Background: an optimization exercise with open tools, aiming at small area and a short achievable clock period. Do not read the settings as production practice. RTL that was checked went through simulation tests only; none was proved equivalent to the original. Power is estimated from default activity; no workload was simulated.

==> flow/design.v <==
`default_nettype none
`timescale 1ns/1ps
package spi_ram_pkg;
    localparam logic [1:0] CMD_WR_ADDR = 2'b00;
    localparam logic [1:0] CMD_WR_DATA = 2'b01;
    localparam logic [1:0] CMD_RD_ADDR = 2'b10;
    localparam logic [1:0] CMD_RD_DATA = 2'b11;
endpackage
`default_nettype wire
`default_nettype none
`timescale 1ns/1ps
module spi_sp_ram #(
    parameter int WIDTH = 8,
    parameter int RINGS = 32,
    parameter int SLOTS = 8
) (
    input  logic                         clk,
    input  logic                         wload,
    input  logic [7:0]                   waddr,
    input  logic [WIDTH-1:0]             wdata,
    input  logic [7:0]                   raddr,
    output logic                         hit,
    output logic [WIDTH-1:0]             dout
);
    localparam int SW = $clog2(SLOTS);
    logic [SW-1:0]                 r_phase;
    logic [RINGS*SLOTS*WIDTH-1:0]  r_ring;
    logic [7:0]                    r_whi;
    logic [3:0]                    r_wlo;
    logic                          r_rhit;
    logic                          r_rhit2;
    logic [WIDTH-1:0]              r_rpre;
    logic [WIDTH-1:0]              w_rsel_tap;
    logic [RINGS-1:0]              r_rsel;
    logic [SW-1:0]                 w_phase_nx;
    logic [WIDTH-1:0]              w_tap [RINGS];
    assign w_phase_nx = r_phase + 1'b1;
    always_ff @(posedge clk) begin
        r_phase <= w_phase_nx;
        r_whi   <= (!wload && (w_phase_nx == waddr[SW-1:0])) ? (8'd1 << waddr[7:5]) : 8'd0;
        r_wlo   <= 4'd1 << waddr[4:3];
        r_rhit  <= (r_phase == raddr[SW-1:0]);
        r_rhit2 <= r_rhit;
        r_rpre  <= w_rsel_tap;
        r_rsel  <= RINGS'(1) << raddr[7:SW];
    end
    genvar r, k;
    generate
        for (r = 0; r < RINGS; r++) begin : g_ring
            logic w_we;
            assign w_we = r_whi[r / 4] && r_wlo[r % 4];
            for (k = 0; k < SLOTS - 1; k++) begin : g_slot
                always_ff @(posedge clk) begin
                    r_ring[(r*SLOTS + k)*WIDTH +: WIDTH] <= r_ring[(r*SLOTS + k + 1)*WIDTH +: WIDTH];
                end
            end
            assign w_tap[r] = r_ring[(r*SLOTS + SLOTS - 1)*WIDTH +: WIDTH];
            always_ff @(posedge clk) begin
                r_ring[(r*SLOTS + SLOTS - 1)*WIDTH +: WIDTH] <=
                    w_we ? wdata : r_ring[(r*SLOTS)*WIDTH +: WIDTH];
            end
        end
    endgenerate
    always_comb begin
        w_rsel_tap = '0;
        for (int i = 0; i < RINGS; i++) w_rsel_tap = w_rsel_tap | (w_tap[i] & {WIDTH{r_rsel[i]}});
    end
    assign hit  = r_rhit2;
    assign dout = r_rpre;
endmodule
`default_nettype wire
`default_nettype none
`timescale 1ns/1ps
module spi_slave_ram_burst #(
    parameter int WIDTH     = 8,
    parameter int MEM_DEPTH = 256,
    parameter int AUTO_INC  = 1
) (
    input  logic clk,
    input  logic rst,
    input  logic SS_n,
    input  logic MOSI,
    output logic MISO,
    output logic busy,
    output logic frame_err
);
    logic             r_recv;
    logic             r_exec;
    logic             r_rdout;
    logic             r_done;
    logic             r_busy;
    logic [3:0]       r_cnt;
    logic [9:0]       r_shift;
    logic [7:0]       r_wr_addr;
    logic [7:0]       r_rd_addr;
    logic [7:0]       r_waddr;
    logic [7:0]       r_wdata;
    logic [7:0]       r_rbuf;
    logic             r_miso;
    logic             r_frame_err;
    logic [1:0]       w_cmd;
    logic [7:0]       w_payload;
    logic             w_hit;
    logic [7:0]       w_dout;
    logic             w_last;
    logic             w_wload;
    assign w_cmd     = r_shift[9:8];
    assign w_payload = r_shift[7:0];
    assign w_last    = (r_cnt == 4'd9);
    assign w_wload   = r_exec && (w_cmd == spi_ram_pkg::CMD_WR_DATA);
    spi_sp_ram #(
        .WIDTH (WIDTH)
    ) u_ram (
        .clk   (clk),
        .wload (w_wload),
        .waddr (r_waddr),
        .wdata (r_wdata),
        .raddr (r_rd_addr),
        .hit   (w_hit),
        .dout  (w_dout)
    );
    always_ff @(posedge clk) begin
        r_shift <= {r_shift[8:0], MOSI};
    end
    always_ff @(posedge clk) begin
        if (!r_busy || (r_recv && w_last))
            r_cnt <= '0;
        else if (r_recv || r_rdout)
            r_cnt <= r_cnt + 1'b1;
    end
    always_ff @(posedge clk) begin
        if (w_wload) begin
            r_waddr <= r_wr_addr;
            r_wdata <= w_payload;
        end
    end
    always_ff @(posedge clk) begin
        if (r_rdout)
            r_rbuf <= {r_rbuf[6:0], 1'b0};
        else if (w_hit)
            r_rbuf <= w_dout;
    end
    always_ff @(posedge clk or posedge rst) begin
        if (rst) begin
            r_recv      <= 1'b0;
            r_exec      <= 1'b0;
            r_rdout     <= 1'b0;
            r_done      <= 1'b0;
            r_busy      <= 1'b0;
            r_wr_addr   <= '0;
            r_rd_addr   <= '0;
            r_miso      <= 1'b0;
            r_frame_err <= 1'b0;
        end else begin
            r_recv      <= (!r_busy && !SS_n) || (r_recv && !SS_n && !w_last);
            r_exec      <= r_recv && !SS_n && w_last;
            r_rdout     <= (r_exec && !SS_n && (w_cmd == spi_ram_pkg::CMD_RD_DATA)) ||
                           (r_rdout && !SS_n && (r_cnt != 4'd8));
            r_done      <= (r_exec && !SS_n && (w_cmd != spi_ram_pkg::CMD_RD_DATA)) ||
                           (r_rdout && !SS_n && (r_cnt == 4'd8)) ||
                           (r_done && !SS_n);
            r_busy      <= !SS_n;
            r_miso      <= r_rdout && !SS_n && (r_cnt != 4'd8) && r_rbuf[7];
            r_frame_err <= r_recv && SS_n;
            if (r_exec) begin
                case (w_cmd)
                    spi_ram_pkg::CMD_WR_ADDR: r_wr_addr <= w_payload;
                    spi_ram_pkg::CMD_WR_DATA: r_wr_addr <= r_wr_addr + 1'b1;
                    spi_ram_pkg::CMD_RD_ADDR: r_rd_addr <= w_payload;
                    default:                  r_rd_addr <= r_rd_addr + 1'b1;
                endcase
            end
        end
    end
    assign MISO      = r_miso;
    assign busy      = r_busy;
    assign frame_err = r_frame_err;
endmodule
`default_nettype wire
export LEC_CHECK = 0
export CAP_MARGIN = 20
export CORE_MARGIN = 2
export CORE_UTILIZATION = 70
export CTS_BUF_LIST = sky130_fd_sc_hd__clkbuf_16
export CTS_CLUSTER_DIAMETER = 60
export CTS_CLUSTER_SIZE = 30
export SETUP_SLACK_MARGIN = 2.38
export SLEW_MARGIN = 20
export TNS_END_PERCENT = 100
create_clock -name core_clock -period 4.5 [get_ports {clk}]
run.sh (not shown) runs the stock make flow with config.mk's settings and CLKGATE_MAP_FILE= SYNTH_SCRIPT=/design/flow/synth_recipe.tcl, a recipe that flattens the netlist after the stock synthesis.
==> next run, changes <==
SETUP_SLACK_MARGIN = 2.5   (was 2.38)
TNS_END_PERCENT = 10   (was 100)
Effect:
- area after synthesis does not change
- total power barely changes
- count of clock-buffer cells in the layout is unchanged
- clock power barely changes
- cell area is about the same
- routed wire length stays flat
- final cell count is unchanged
- setup slack loses 0.0040 ns
Function was not checked in any run of this note: the RTL went through the layout flow alone.


== run a ==
spi_slave_ram_burst, a different RTL version from the one above (not shown whole).
For scale: roughly 2200 flip-flops, roughly 7 I/O pins, roughly 49000 sq um of cells after synthesis.
// spi_slave_ram_burst
module spi_slave_ram_burst #(
    parameter int WIDTH     = 8,
    parameter int MEM_DEPTH = 256,
    parameter int AUTO_INC  = 1
) (
    input  logic clk,
    input  logic rst,
    input  logic SS_n,
    input  logic MOSI,
    output logic MISO,
    output logic busy,
    output logic frame_err
);
make LEC_CHECK=0 CAP_MARGIN=20 CORE_MARGIN=2 CORE_UTILIZATION=88 CTS_BUF_LIST=sky130_fd_sc_hd__clkbuf_16 CTS_CLUSTER_DIAMETER=60 CTS_CLUSTER_SIZE=24 SETUP_SLACK_MARGIN=2.5 SLEW_MARGIN=20 TNS_END_PERCENT=100 finish   # period 4.5 ns
Run a: it failed with a tool error in detailed placement, so there are no final results.
## Diff of input files: run b against run a
Settings: SLEW_MARGIN now 50, was 20; CAP_MARGIN now 50, was 20; CORE_UTILIZATION now 82, was 88.
==> comparison <==
- Delta(initial cell density of the core, run b - run a) < 0
- Run a | ERROR | detailed placement
- Run b | status: complete | timing, DRC, antenna: pass
- There was hardly any difference in synthesized-area fraction occupied by xor and xnor cells between run b and run a.
- Re standard-cell row count: run a and run b aren't equal, and the lower value belongs to run a.
- Re mapped cell area: no difference whatsoever between run b and run a.
- Diff run b..run a | I/O pin total | negligible
- Comparing run a against run b, there is no change at all in average cell area after synthesis.

## afterwards: timing with drivers on the ports
How much do the figures lean on ideal ports? The routed layouts below were timed once more, with nothing changed but the port constraints.
Step 1, drivers: a clkbuf_16 drives clk and a buf_2 each remaining input, both assumed.
Step 2, shift: input delay + t, output delay - t, t = (earliest + latest rising clock arrival at the registers) / 2. This alone moves slack from input paths to output paths.
Slacks: no drivers / after step 1 / after step 2; pairs: no drivers / after step 1.
run	t (ns)	setup slack, ns	worst hold slack (ns)
the first run of note 1	0.726	2.341 / 2.340 / 2.341	0.315 / 0.315 / 0.315
the second run of note 1	0.728	2.337 / 2.334 / 2.337	0.316 / 0.316 / 0.316
run b	0.745	2.376 / 2.308 / 2.462	0.307 / 0.307 / 0.307
After both steps setup and hold are still met in every run listed.
